From an optimization exercise on the open Yosys and OpenROAD flow, aimed at small area and a short achievable clock period; shortcuts taken in it are not production practice.
At most, simulation tests tie the RTL to the original design; equivalence was not proved.

==> inputs of run X <==
==> flow/design.v <==
package fx_data_pkg;
  typedef logic [127:0] quad_t;
  typedef logic [31:0] word_t;
  typedef logic [15:0] half_t;
  typedef logic [6:0] reg_addr_t;
  typedef logic [17:0] imm_t;
  typedef logic [10:0] opcode_t;
  typedef logic [2:0] format_t;
  localparam word_t word_max = 32'h7fff_ffff;
  localparam word_t word_min = 32'h8000_0000;
  localparam half_t half_max = 16'h7fff;
  localparam half_t half_min = 16'h8000;
endpackage
package fx_isa_pkg;
  localparam logic [2:0]  fmt_rr   = 3'd0;
  localparam logic [2:0]  fmt_ri10 = 3'd4;
  localparam logic [10:0] op_ah  = 11'b00011001000;
  localparam logic [10:0] op_a   = 11'b00011000000;
  localparam logic [10:0] op_sfh = 11'b00001001000;
  localparam logic [10:0] op_sf  = 11'b00001000000;
  localparam logic [10:0] op_and  = 11'b00011000001;
  localparam logic [10:0] op_or   = 11'b00001000001;
  localparam logic [10:0] op_xor  = 11'b01001000001;
  localparam logic [10:0] op_nand = 11'b00011001001;
  localparam logic [10:0] op_ceqh = 11'b01111001000;
  localparam logic [10:0] op_ceq  = 11'b01111000000;
  localparam logic [10:0] op_cgth = 11'b01001001000;
  localparam logic [10:0] op_cgt  = 11'b01001000000;
  localparam logic [10:0] op_ahi   = 11'b000_00011101;
  localparam logic [10:0] op_ai    = 11'b000_00011100;
  localparam logic [10:0] op_sfhi  = 11'b000_00001101;
  localparam logic [10:0] op_sfi   = 11'b000_00001100;
  localparam logic [10:0] op_ceqhi = 11'b000_01111101;
  localparam logic [10:0] op_ceqi  = 11'b000_01111100;
  localparam logic [10:0] op_cgthi = 11'b000_01001101;
  localparam logic [10:0] op_cgti  = 11'b000_01001100;
  typedef enum logic [3:0] {
    op_none,
    op_add_h,
    op_add_w,
    op_sub_h,
    op_sub_w,
    op_and_q,
    op_or_q,
    op_xor_q,
    op_nand_q,
    op_ceq_h,
    op_ceq_w,
    op_cgt_h,
    op_cgt_w
  } fx_op_e;
endpackage
`timescale 1ns/1ns
import fx_isa_pkg::*;
module fx_decode (
  input  logic         reset,
  input  logic [2:0]   instr_format,
  input  logic [10:0]  op_code,
  input  logic         branch_is_taken,
  output logic         k_add,     
  output logic         k_sub,     
  output logic         k_ceq,     
  output logic         k_cgt,     
  output logic         k_and,
  output logic         k_or,
  output logic         k_xor,
  output logic         k_nand,
  output logic [1:0]   negate,    
  output logic         is_half,   
  output logic [1:0]   is_imm,    
  output logic         valid
);
  logic rr, ri;
  logic [7:0] hit;
  assign rr = (instr_format == fmt_rr);
  assign ri = (instr_format == fmt_ri10);
  always_comb begin
    hit = '0;
    if (rr) begin
      case (op_code)
        op_ah, op_a:     hit[0] = 1'b1;
        op_sfh, op_sf:   hit[1] = 1'b1;
        op_ceqh, op_ceq: hit[2] = 1'b1;
        op_cgth, op_cgt: hit[3] = 1'b1;
        op_and:          hit[4] = 1'b1;
        op_or:           hit[5] = 1'b1;
        op_xor:          hit[6] = 1'b1;
        op_nand:         hit[7] = 1'b1;
        default: ;
      endcase
    end else if (ri) begin
      case (op_code)
        op_ahi, op_ai:     hit[0] = 1'b1;
        op_sfhi, op_sfi:   hit[1] = 1'b1;
        op_ceqhi, op_ceqi: hit[2] = 1'b1;
        op_cgthi, op_cgti: hit[3] = 1'b1;
        default: ;
      endcase
    end
  end
  logic live;
  assign live   = ~branch_is_taken & ~reset;
  assign k_add  = hit[0] & live;
  assign k_sub  = hit[1] & live;
  assign k_ceq  = hit[2] & live;
  assign k_cgt  = hit[3] & live;
  assign k_and  = hit[4] & live;
  assign k_or   = hit[5] & live;
  assign k_xor  = hit[6] & live;
  assign k_nand = hit[7] & live;
  assign valid  = (|hit) & live;
  assign is_imm[0] = instr_format[2];
  assign is_imm[1] = op_code[2];
  assign negate[0] = instr_format[2] ? ~op_code[4] : ~(op_code[7] | op_code[0]);
  assign negate[1] = op_code[2] ? ~op_code[4] : ~(op_code[7] | op_code[0]);
  assign is_half = instr_format[2] ? op_code[0] : op_code[3];
endmodule
`timescale 1ns/1ns
module fx_issue_reg (
  input  logic         clock,
  input  logic         k_add, k_sub, k_ceq, k_cgt, k_and, k_or, k_xor, k_nand,
  input  logic [1:0]   negate,    
  input  logic         is_half,
  input  logic [1:0]   is_imm,
  input  logic [127:0] src_a,
  input  logic [127:0] src_b,
  input  logic [9:0]   imm,
  input  logic [6:0]   in_dest,
  input  logic         in_write,
  output logic         q_ar, q_ceq, q_cgt, q_and, q_or, q_xor, q_nand,
  output logic         q_half,
  output logic [127:0] q_p,         
  output logic [127:0] q_g,         
  output logic [3:0]   q_ps16,      
  output logic [6:0]   q_dest,
  output logic         q_write
);
  logic [15:0]  imm_lo, imm_hi;
  logic [127:0] b, x, p, g, pk, gk;
  logic [3:0]   ps16;
  assign imm_lo = {{6{imm[9]}}, imm};
  assign imm_hi = is_half ? imm_lo : {16{imm[9]}};
  assign b[63:0]   = is_imm[0] ? {2{imm_hi, imm_lo}} : src_b[63:0];
  assign b[127:64] = is_imm[1] ? {2{imm_hi, imm_lo}} : src_b[127:64];
  assign x = src_a ^ {{64{negate[1]}}, {64{negate[0]}}};
  assign p = x ^ b;
  assign g = x & b;
  for (genvar w = 0; w < 4; w++) begin : g_word
    logic hcin, cin;
    assign cin  = negate[w / 2];
    assign hcin = is_half & cin;
    assign pk[32*w]          = p[32*w] ^ cin;
    assign gk[32*w]          = g[32*w] | (p[32*w] & cin);
    assign pk[32*w+1 +: 15]  = p[32*w+1 +: 15];
    assign gk[32*w+1 +: 15]  = g[32*w+1 +: 15];
    assign pk[32*w+16]       = ~is_half & p[32*w+16];
    assign gk[32*w+16]       = g[32*w+16] | (p[32*w+16] & hcin);
    assign ps16[w]           = p[32*w+16] ^ hcin;
    assign pk[32*w+17 +: 15] = p[32*w+17 +: 15];
    assign gk[32*w+17 +: 15] = g[32*w+17 +: 15];
  end
  always_ff @(posedge clock) begin
    q_ar    <= k_add | k_sub;
    q_ceq   <= k_ceq;
    q_cgt   <= k_cgt;
    q_and   <= k_and;
    q_or    <= k_or;
    q_xor   <= k_xor;
    q_nand  <= k_nand;
    q_half  <= is_half;
    q_p     <= pk;
    q_g     <= gk;
    q_ps16  <= ps16;
    q_dest  <= in_dest;
    q_write <= in_write;
  end
endmodule
`timescale 1ns/1ns
module fx_execute (
  input  logic         k_ar,      
  input  logic         k_ceq,
  input  logic         k_cgt,
  input  logic         k_and,
  input  logic         k_or,
  input  logic         k_xor,
  input  logic         k_nand,
  input  logic         is_half,
  input  logic [127:0] p,
  input  logic [127:0] g,
  input  logic [3:0]   ps16,
  output logic [127:0] result
);
  for (genvar w = 0; w < 4; w++) begin : g_word
    logic [31:0] gg [0:5];
    logic [31:0] pp [0:5];
    logic [31:0] c, ps, sum;
    assign gg[0] = g[32*w +: 32];
    assign pp[0] = p[32*w +: 32];
    for (genvar l = 1; l <= 5; l++) begin : g_lv
      for (genvar i = 0; i < 32; i++) begin : g_bit
        if ((i >> (l - 1)) % 2 == 1) begin : g_op
          localparam int J = ((i >> (l - 1)) << (l - 1)) - 1;
          assign gg[l][i] = gg[l-1][i] | (pp[l-1][i] & gg[l-1][J]);
          assign pp[l][i] = pp[l-1][i] & pp[l-1][J];
        end else begin : g_cp
          assign gg[l][i] = gg[l-1][i];
          assign pp[l][i] = pp[l-1][i];
        end
      end
    end
    assign c  = {gg[5][30:0], 1'b0};
    assign ps = {p[32*w+17 +: 15], ps16[w], p[32*w +: 16]};
    assign sum = ps ^ {c[31:17], c[16] & ~is_half, c[15:0]};
    logic ovf_l, ovf_h, sgn_l, sgn_h, eq_l, eq_h;
    assign ovf_l = ~p[32*w+15] & (sum[15] ^ g[32*w+15]);
    assign sgn_l = ovf_l ? g[32*w+15] : sum[15];
    assign ovf_h = ~p[32*w+31] & (sum[31] ^ g[32*w+31]);
    assign sgn_h = ovf_h ? g[32*w+31] : sum[31];
    assign eq_l  = ~|ps[15:0];
    assign eq_h  = ~|ps[31:16];
    logic ovf_lo, sgn_lo, e_lo, e_hi;
    assign ovf_lo = is_half ? ovf_l : ovf_h;
    assign sgn_lo = is_half ? sgn_l : sgn_h;
    assign e_lo   = is_half ? eq_l : (eq_l & eq_h);
    assign e_hi   = is_half ? eq_h : (eq_l & eq_h);
    logic pass_lo, pass_hi, top_lo, rest_lo, top_hi, rest_hi;
    assign pass_lo = k_ar & ~ovf_lo;
    assign pass_hi = k_ar & ~ovf_h;
    assign rest_lo = (k_ar & ovf_lo & ~sgn_lo) | (k_cgt & sgn_lo) | (k_ceq & e_lo);
    assign top_lo  = (k_ar & ovf_lo & (is_half ? sgn_lo : ~sgn_lo)) | (k_cgt & sgn_lo) |
                     (k_ceq & e_lo);
    assign rest_hi = (k_ar & ovf_h & ~sgn_h) | (k_cgt & sgn_h) | (k_ceq & e_hi);
    assign top_hi  = (k_ar & ovf_h & sgn_h) | (k_cgt & sgn_h) | (k_ceq & e_hi);
    logic [31:0] lg, fill, pass;
    assign lg   = ({32{k_and | k_or}} & g[32*w +: 32]) | ({32{k_or | k_xor}} & ps) |
                  ({32{k_nand}} & ~g[32*w +: 32]);
    assign fill = {top_hi, {15{rest_hi}}, top_lo, {15{rest_lo}}};
    assign pass = {{16{pass_hi}}, {16{pass_lo}}};
    assign result[32*w +: 32] = (pass & sum) | fill | lg;
  end
endmodule
`timescale 1ns/1ns
module simple_fixed (
  input  logic                   clock,
  input  logic                   reset,
  input  logic [2:0]             instr_format,
  input  logic [10:0]            op_code,
  input  logic [6:0]             dest_reg_addr,
  input  logic [127:0]           src_reg_a,
  input  logic [127:0]           src_reg_b,
  input  logic [17:0]            imm_value,
  input  logic                   enable_reg_write,
  input  logic                   branch_is_taken,
  output logic [127:0]           wb_data,
  output logic [6:0]             wb_reg_addr,
  output logic                   wb_enable_reg_write
);
  logic k_add, k_sub, k_ceq, k_cgt, k_and, k_or, k_xor, k_nand;
  logic [1:0] negate, is_imm;
  logic       is_half, valid;
  fx_decode i_decode (
    .reset           (reset),
    .instr_format    (instr_format),
    .op_code         (op_code),
    .branch_is_taken (branch_is_taken),
    .k_add (k_add), .k_sub (k_sub), .k_ceq (k_ceq), .k_cgt (k_cgt),
    .k_and (k_and), .k_or (k_or), .k_xor (k_xor), .k_nand (k_nand),
    .negate (negate), .is_half (is_half), .is_imm (is_imm), .valid (valid)
  );
  logic         q_ar, q_ceq, q_cgt, q_and, q_or, q_xor, q_nand, q_half, q_write;
  logic [127:0] q_p, q_g, result;
  logic [3:0]   q_ps16;
  logic [6:0]   q_dest;
  fx_issue_reg i_issue_reg (
    .clock (clock),
    .k_add (k_add), .k_sub (k_sub), .k_ceq (k_ceq), .k_cgt (k_cgt),
    .k_and (k_and), .k_or (k_or), .k_xor (k_xor), .k_nand (k_nand),
    .negate (negate), .is_half (is_half), .is_imm (is_imm),
    .src_a (src_reg_a), .src_b (src_reg_b), .imm (imm_value[9:0]),
    .in_dest  (valid ? dest_reg_addr : 7'd0),
    .in_write (valid & enable_reg_write),
    .q_ar (q_ar), .q_ceq (q_ceq), .q_cgt (q_cgt), .q_and (q_and), .q_or (q_or),
    .q_xor (q_xor), .q_nand (q_nand), .q_half (q_half),
    .q_p (q_p), .q_g (q_g), .q_ps16 (q_ps16),
    .q_dest (q_dest), .q_write (q_write)
  );
  fx_execute i_execute (
    .k_ar (q_ar), .k_ceq (q_ceq), .k_cgt (q_cgt), .k_and (q_and), .k_or (q_or),
    .k_xor (q_xor), .k_nand (q_nand), .is_half (q_half),
    .p (q_p), .g (q_g), .ps16 (q_ps16),
    .result (result)
  );
  always_ff @(posedge clock) begin
    if (reset) begin
      wb_data             <= '0;
      wb_reg_addr         <= '0;
      wb_enable_reg_write <= 1'b0;
    end else begin
      wb_data             <= result;
      wb_reg_addr         <= q_dest;
      wb_enable_reg_write <= q_write;
    end
  end
endmodule
==> flow/flow/run.sh <==
#!/bin/bash
# The standard layout (standard.sh: unchanged synthesis and steps) with two changes to how
# cells are chosen: the port buffers are the smallest buffer cell instead of the one
# buffer_ports picks by default, and clock tree synthesis uses clkbuf_4/clkbuf_8 in clusters
# of up to 16 sinks, without dummy loads. ORFS writes each step's log under orfs/logs/;
# make's own output goes to make_finish.log.
set -euo pipefail
cd "$(dirname "$0")/.."
bash standard.sh \
  "BUFFER_PORTS_ARGS=-buffer_cell sky130_fd_sc_hd__buf_1" \
  "CTS_ARGS=-sink_clustering_enable -repair_clock_nets -dont_use_dummy_load -buf_list {sky130_fd_sc_hd__clkbuf_4 sky130_fd_sc_hd__clkbuf_8} -sink_clustering_size 16 -sink_clustering_max_diameter 60" \
  finish > make_finish.log 2>&1
==> flow/standard.sh <==
#!/bin/bash
# synth_recipe.tcl (not shown) runs the flow's synth.tcl, then flattens the netlist and writes it again
# the make line also repeats each setting of config.mk as NAME=value (left out here)
make -C /OpenROAD-flow-scripts/flow DESIGN_CONFIG=/design/flow/config.mk WORK_HOME=/design/flow/orfs CLKGATE_MAP_FILE= SYNTH_SCRIPT=/design/flow/synth_recipe.tcl "${@:-finish}"
==> flow/config.mk <==
export PLATFORM = sky130hd
export DESIGN_NAME = simple_fixed
export DESIGN_NICKNAME = simple_fixed
export VERILOG_FILES = /design/flow/design.v
export SDC_FILE = /design/flow/constraint.sdc
export NUM_CORES = 4
export LEC_CHECK = 0
export ABC_AREA = 1
export CAP_MARGIN = 20
export CORE_MARGIN = 2
export CORE_UTILIZATION = 40
export SETUP_SLACK_MARGIN = 2.4
export SLEW_MARGIN = 20
==> flow/constraint.sdc <==
create_clock -name core_clock -period 5.0 [get_ports {clock}]
set_input_delay 1.0000 -clock core_clock [delete_from_list [all_inputs] [get_ports {clock}]]
set_output_delay 1.0000 -clock core_clock [all_outputs]
set_load 0.01 [all_outputs]
==> run G: changes against run X <==
==> flow/design.v, changed modules only <==
module fx_decode (
  input  logic         reset,
  input  logic [2:0]   instr_format,
  input  logic [10:0]  op_code,
  input  logic         branch_is_taken,
  output logic         k_add,     
  output logic         k_sub,     
  output logic         k_ceq,     
  output logic         k_cgt,     
  output logic         k_and,
  output logic         k_or,
  output logic         k_xor,
  output logic         k_nand,
  output logic         negate,    
  output logic         is_half,   
  output logic         is_imm,    
  output logic         valid
);
  logic rr, ri;
  logic [7:0] hit;
  assign rr = (instr_format == fmt_rr);
  assign ri = (instr_format == fmt_ri10);
  always_comb begin
    hit = '0;
    if (rr) begin
      case (op_code)
        op_ah, op_a:     hit[0] = 1'b1;
        op_sfh, op_sf:   hit[1] = 1'b1;
        op_ceqh, op_ceq: hit[2] = 1'b1;
        op_cgth, op_cgt: hit[3] = 1'b1;
        op_and:          hit[4] = 1'b1;
        op_or:           hit[5] = 1'b1;
        op_xor:          hit[6] = 1'b1;
        op_nand:         hit[7] = 1'b1;
        default: ;
      endcase
    end else if (ri) begin
      case (op_code)
        op_ahi, op_ai:     hit[0] = 1'b1;
        op_sfhi, op_sfi:   hit[1] = 1'b1;
        op_ceqhi, op_ceqi: hit[2] = 1'b1;
        op_cgthi, op_cgti: hit[3] = 1'b1;
        default: ;
      endcase
    end
  end
  logic live;
  assign live   = ~branch_is_taken & ~reset;
  assign k_add  = hit[0] & live;
  assign k_sub  = hit[1] & live;
  assign k_ceq  = hit[2] & live;
  assign k_cgt  = hit[3] & live;
  assign k_and  = hit[4] & live;
  assign k_or   = hit[5] & live;
  assign k_xor  = hit[6] & live;
  assign k_nand = hit[7] & live;
  assign valid  = (|hit) & live;
  assign is_imm  = instr_format[2];
  assign negate  = instr_format[2] ? ~op_code[4] : ~(op_code[7] | op_code[0]);
  assign is_half = instr_format[2] ? op_code[0] : op_code[3];
endmodule
module fx_issue_reg (
  input  logic         clock,
  input  logic         k_add, k_sub, k_ceq, k_cgt, k_and, k_or, k_xor, k_nand,
  input  logic         negate,
  input  logic         is_half,
  input  logic         is_imm,
  input  logic [127:0] src_a,
  input  logic [127:0] src_b,
  input  logic [9:0]   imm,
  input  logic [6:0]   in_dest,
  input  logic         in_write,
  output logic         q_ar, q_ceq, q_cgt,
  output logic         q_lg_g,      
  output logic         q_lg_p,      
  output logic         q_lg_n,      
  output logic         q_half,
  output logic [127:0] q_p,         
  output logic [127:0] q_g,         
  output logic [3:0]   q_ps16,      
  output logic [6:0]   q_dest,
  output logic         q_write
);
  logic [15:0]  imm_lo, imm_hi;
  logic [127:0] b, x, p, g, pk, gk;
  logic [3:0]   ps16;
  assign imm_lo = {{6{imm[9]}}, imm};
  assign imm_hi = is_half ? imm_lo : {16{imm[9]}};
  assign b = is_imm ? {4{imm_hi, imm_lo}} : src_b;
  assign x = src_a ^ {128{negate}};
  assign p = x ^ b;
  assign g = x & b;
  for (genvar w = 0; w < 4; w++) begin : g_word
    logic hcin;
    assign hcin = is_half & negate;
    assign pk[32*w]          = p[32*w] ^ negate;
    assign gk[32*w]          = g[32*w] | (p[32*w] & negate);
    assign pk[32*w+1 +: 15]  = p[32*w+1 +: 15];
    assign gk[32*w+1 +: 15]  = g[32*w+1 +: 15];
    assign pk[32*w+16]       = ~is_half & p[32*w+16];
    assign gk[32*w+16]       = g[32*w+16] | (p[32*w+16] & hcin);
    assign ps16[w]           = p[32*w+16] ^ hcin;
    assign pk[32*w+17 +: 15] = p[32*w+17 +: 15];
    assign gk[32*w+17 +: 15] = g[32*w+17 +: 15];
  end
  always_ff @(posedge clock) begin
    q_ar    <= k_add | k_sub;
    q_ceq   <= k_ceq;
    q_cgt   <= k_cgt;
    q_lg_g  <= k_and | k_or;
    q_lg_p  <= k_or | k_xor;
    q_lg_n  <= k_nand;
    q_half  <= is_half;
    q_p     <= pk;
    q_g     <= gk;
    q_ps16  <= ps16;
    q_dest  <= in_dest;
    q_write <= in_write;
  end
endmodule
module fx_execute (
  input  logic         k_ar,      
  input  logic         k_ceq,
  input  logic         k_cgt,
  input  logic         lg_g,      
  input  logic         lg_p,
  input  logic         lg_n,
  input  logic         is_half,
  input  logic [127:0] p,
  input  logic [127:0] g,
  input  logic [3:0]   ps16,
  output logic [127:0] result
);
  for (genvar w = 0; w < 4; w++) begin : g_word
    logic [31:0] gg [0:5];
    logic [31:0] pp [0:5];
    logic [31:0] c, ps, sum;
    assign gg[0] = g[32*w +: 32];
    assign pp[0] = p[32*w +: 32];
    for (genvar l = 1; l <= 5; l++) begin : g_lv
      for (genvar i = 0; i < 32; i++) begin : g_bit
        if ((i >> (l - 1)) % 2 == 1) begin : g_op
          localparam int J = ((i >> (l - 1)) << (l - 1)) - 1;
          assign gg[l][i] = gg[l-1][i] | (pp[l-1][i] & gg[l-1][J]);
          assign pp[l][i] = pp[l-1][i] & pp[l-1][J];
        end else begin : g_cp
          assign gg[l][i] = gg[l-1][i];
          assign pp[l][i] = pp[l-1][i];
        end
      end
    end
    assign c  = {gg[5][30:0], 1'b0};
    assign ps = {p[32*w+17 +: 15], ps16[w], p[32*w +: 16]};
    assign sum = ps ^ {c[31:17], c[16] & ~is_half, c[15:0]};
    logic ovf_l, ovf_h, sgn_l, sgn_h, eq_l, eq_h;
    assign ovf_l = ~p[32*w+15] & (sum[15] ^ g[32*w+15]);
    assign sgn_l = ovf_l ? g[32*w+15] : sum[15];
    assign ovf_h = ~p[32*w+31] & (sum[31] ^ g[32*w+31]);
    assign sgn_h = ovf_h ? g[32*w+31] : sum[31];
    assign eq_l  = ~|ps[15:0];
    assign eq_h  = ~|ps[31:16];
    logic ovf_lo, sgn_lo, e_lo, e_hi;
    assign ovf_lo = is_half ? ovf_l : ovf_h;
    assign sgn_lo = is_half ? sgn_l : sgn_h;
    assign e_lo   = is_half ? eq_l : (eq_l & eq_h);
    assign e_hi   = is_half ? eq_h : (eq_l & eq_h);
    logic pass_lo, pass_hi, top_lo, rest_lo, top_hi, rest_hi;
    assign pass_lo = k_ar & ~ovf_lo;
    assign pass_hi = k_ar & ~ovf_h;
    assign rest_lo = (k_ar & ovf_lo & ~sgn_lo) | (k_cgt & sgn_lo) | (k_ceq & e_lo);
    assign top_lo  = (k_ar & ovf_lo & (is_half ? sgn_lo : ~sgn_lo)) | (k_cgt & sgn_lo) |
                     (k_ceq & e_lo);
    assign rest_hi = (k_ar & ovf_h & ~sgn_h) | (k_cgt & sgn_h) | (k_ceq & e_hi);
    assign top_hi  = (k_ar & ovf_h & sgn_h) | (k_cgt & sgn_h) | (k_ceq & e_hi);
    logic [31:0] lg, fill, pass;
    assign lg   = ({32{lg_g}} & g[32*w +: 32]) | ({32{lg_p}} & ps) | ({32{lg_n}} & ~g[32*w +: 32]);
    assign fill = {top_hi, {15{rest_hi}}, top_lo, {15{rest_lo}}};
    assign pass = {{16{pass_hi}}, {16{pass_lo}}};
    assign result[32*w +: 32] = (pass & sum) | fill | lg;
  end
endmodule
module simple_fixed (
  input  logic                   clock,
  input  logic                   reset,
  input  logic [2:0]             instr_format,
  input  logic [10:0]            op_code,
  input  logic [6:0]             dest_reg_addr,
  input  logic [127:0]           src_reg_a,
  input  logic [127:0]           src_reg_b,
  input  logic [17:0]            imm_value,
  input  logic                   enable_reg_write,
  input  logic                   branch_is_taken,
  output logic [127:0]           wb_data,
  output logic [6:0]             wb_reg_addr,
  output logic                   wb_enable_reg_write
);
  logic k_add, k_sub, k_ceq, k_cgt, k_and, k_or, k_xor, k_nand;
  logic negate, is_half, is_imm, valid;
  fx_decode i_decode (
    .reset           (reset),
    .instr_format    (instr_format),
    .op_code         (op_code),
    .branch_is_taken (branch_is_taken),
    .k_add (k_add), .k_sub (k_sub), .k_ceq (k_ceq), .k_cgt (k_cgt),
    .k_and (k_and), .k_or (k_or), .k_xor (k_xor), .k_nand (k_nand),
    .negate (negate), .is_half (is_half), .is_imm (is_imm), .valid (valid)
  );
  logic         q_ar, q_ceq, q_cgt, q_lg_g, q_lg_p, q_lg_n, q_half, q_write;
  logic [127:0] q_p, q_g, result;
  logic [3:0]   q_ps16;
  logic [6:0]   q_dest;
  fx_issue_reg i_issue_reg (
    .clock (clock),
    .k_add (k_add), .k_sub (k_sub), .k_ceq (k_ceq), .k_cgt (k_cgt),
    .k_and (k_and), .k_or (k_or), .k_xor (k_xor), .k_nand (k_nand),
    .negate (negate), .is_half (is_half), .is_imm (is_imm),
    .src_a (src_reg_a), .src_b (src_reg_b), .imm (imm_value[9:0]),
    .in_dest  (valid ? dest_reg_addr : 7'd0),
    .in_write (valid & enable_reg_write),
    .q_ar (q_ar), .q_ceq (q_ceq), .q_cgt (q_cgt),
    .q_lg_g (q_lg_g), .q_lg_p (q_lg_p), .q_lg_n (q_lg_n), .q_half (q_half),
    .q_p (q_p), .q_g (q_g), .q_ps16 (q_ps16),
    .q_dest (q_dest), .q_write (q_write)
  );
  fx_execute i_execute (
    .k_ar (q_ar), .k_ceq (q_ceq), .k_cgt (q_cgt),
    .lg_g (q_lg_g), .lg_p (q_lg_p), .lg_n (q_lg_n), .is_half (q_half),
    .p (q_p), .g (q_g), .ps16 (q_ps16),
    .result (result)
  );
  always_ff @(posedge clock) begin
    if (reset) begin
      wb_data             <= '0;
      wb_reg_addr         <= '0;
      wb_enable_reg_write <= 1'b0;
    end else begin
      wb_data             <= result;
      wb_reg_addr         <= q_dest;
      wb_enable_reg_write <= q_write;
    end
  end
endmodule
--- a/flow/flow/run.sh
+++ b/flow/flow/run.sh
@@ -10,3 +10,4 @@
   "BUFFER_PORTS_ARGS=-buffer_cell sky130_fd_sc_hd__buf_1" \
   "CTS_ARGS=-sink_clustering_enable -repair_clock_nets -dont_use_dummy_load -buf_list {sky130_fd_sc_hd__clkbuf_4 sky130_fd_sc_hd__clkbuf_8} -sink_clustering_size 16 -sink_clustering_max_diameter 60" \
+  RECOVER_POWER=50 \
   finish > make_finish.log 2>&1
- SETUP_SLACK_MARGIN: 2.4 -> 2.75
==> results.ini <==
[flow_run]
maxCapViolations = 4

[sta]
slew_viol_final = 98

[run_status]
status = failed layout checks
violatedChecks = capacitance limit, slew limit

[routing]
finalWirelength_mm = 77.5

the above is filed under run G

==> results.ini <==
[critical_path]
crit_family = simple AND/OR/NAND/NOR gates

[sta]
slew_viol_final = 0

[routing]
finalWirelength_mm = 76.3

[layout]
final.clkbuf_count = 41

[global_routing]
grtUsageMet2_pct = 44.0

[run_status]
status = timing/DRC/antenna clean

[flow_run]
maxCapViolations = 0

the above is filed under run X

Only the layout flow was run in run X; the RTL was not checked for function there.

==> port drivers added, routing unchanged <==
In the flow no input, the clock included, has a driving cell. The finished layouts below were timed again as built, in two steps.
Step 1: set_driving_cell puts a clkbuf_16 on clock and a buf_2 on each other input, an assumption about the parent block.
Step 2 adds t to the input delays and takes it off the output delays; t is the mean of the earliest and latest rising clock arrival at the registers after step 1. Input paths then give back, and output paths get back, about the clock's delay inside the block.
a / b / c = ideal ports / drivers / drivers and shift; a / b = the first two.
run | t (ns) | setup WS [ns] | cell pins on the clock port's net
run X | 0.676 | 2.476 / 2.454 / 1.778 | 1
run G | 0.667 | 1.642 / 1.674 / 1.007 | 1
The setup slack of run X, which loses most, moves by -0.022 ns with the drivers and by -0.698 ns with both steps.
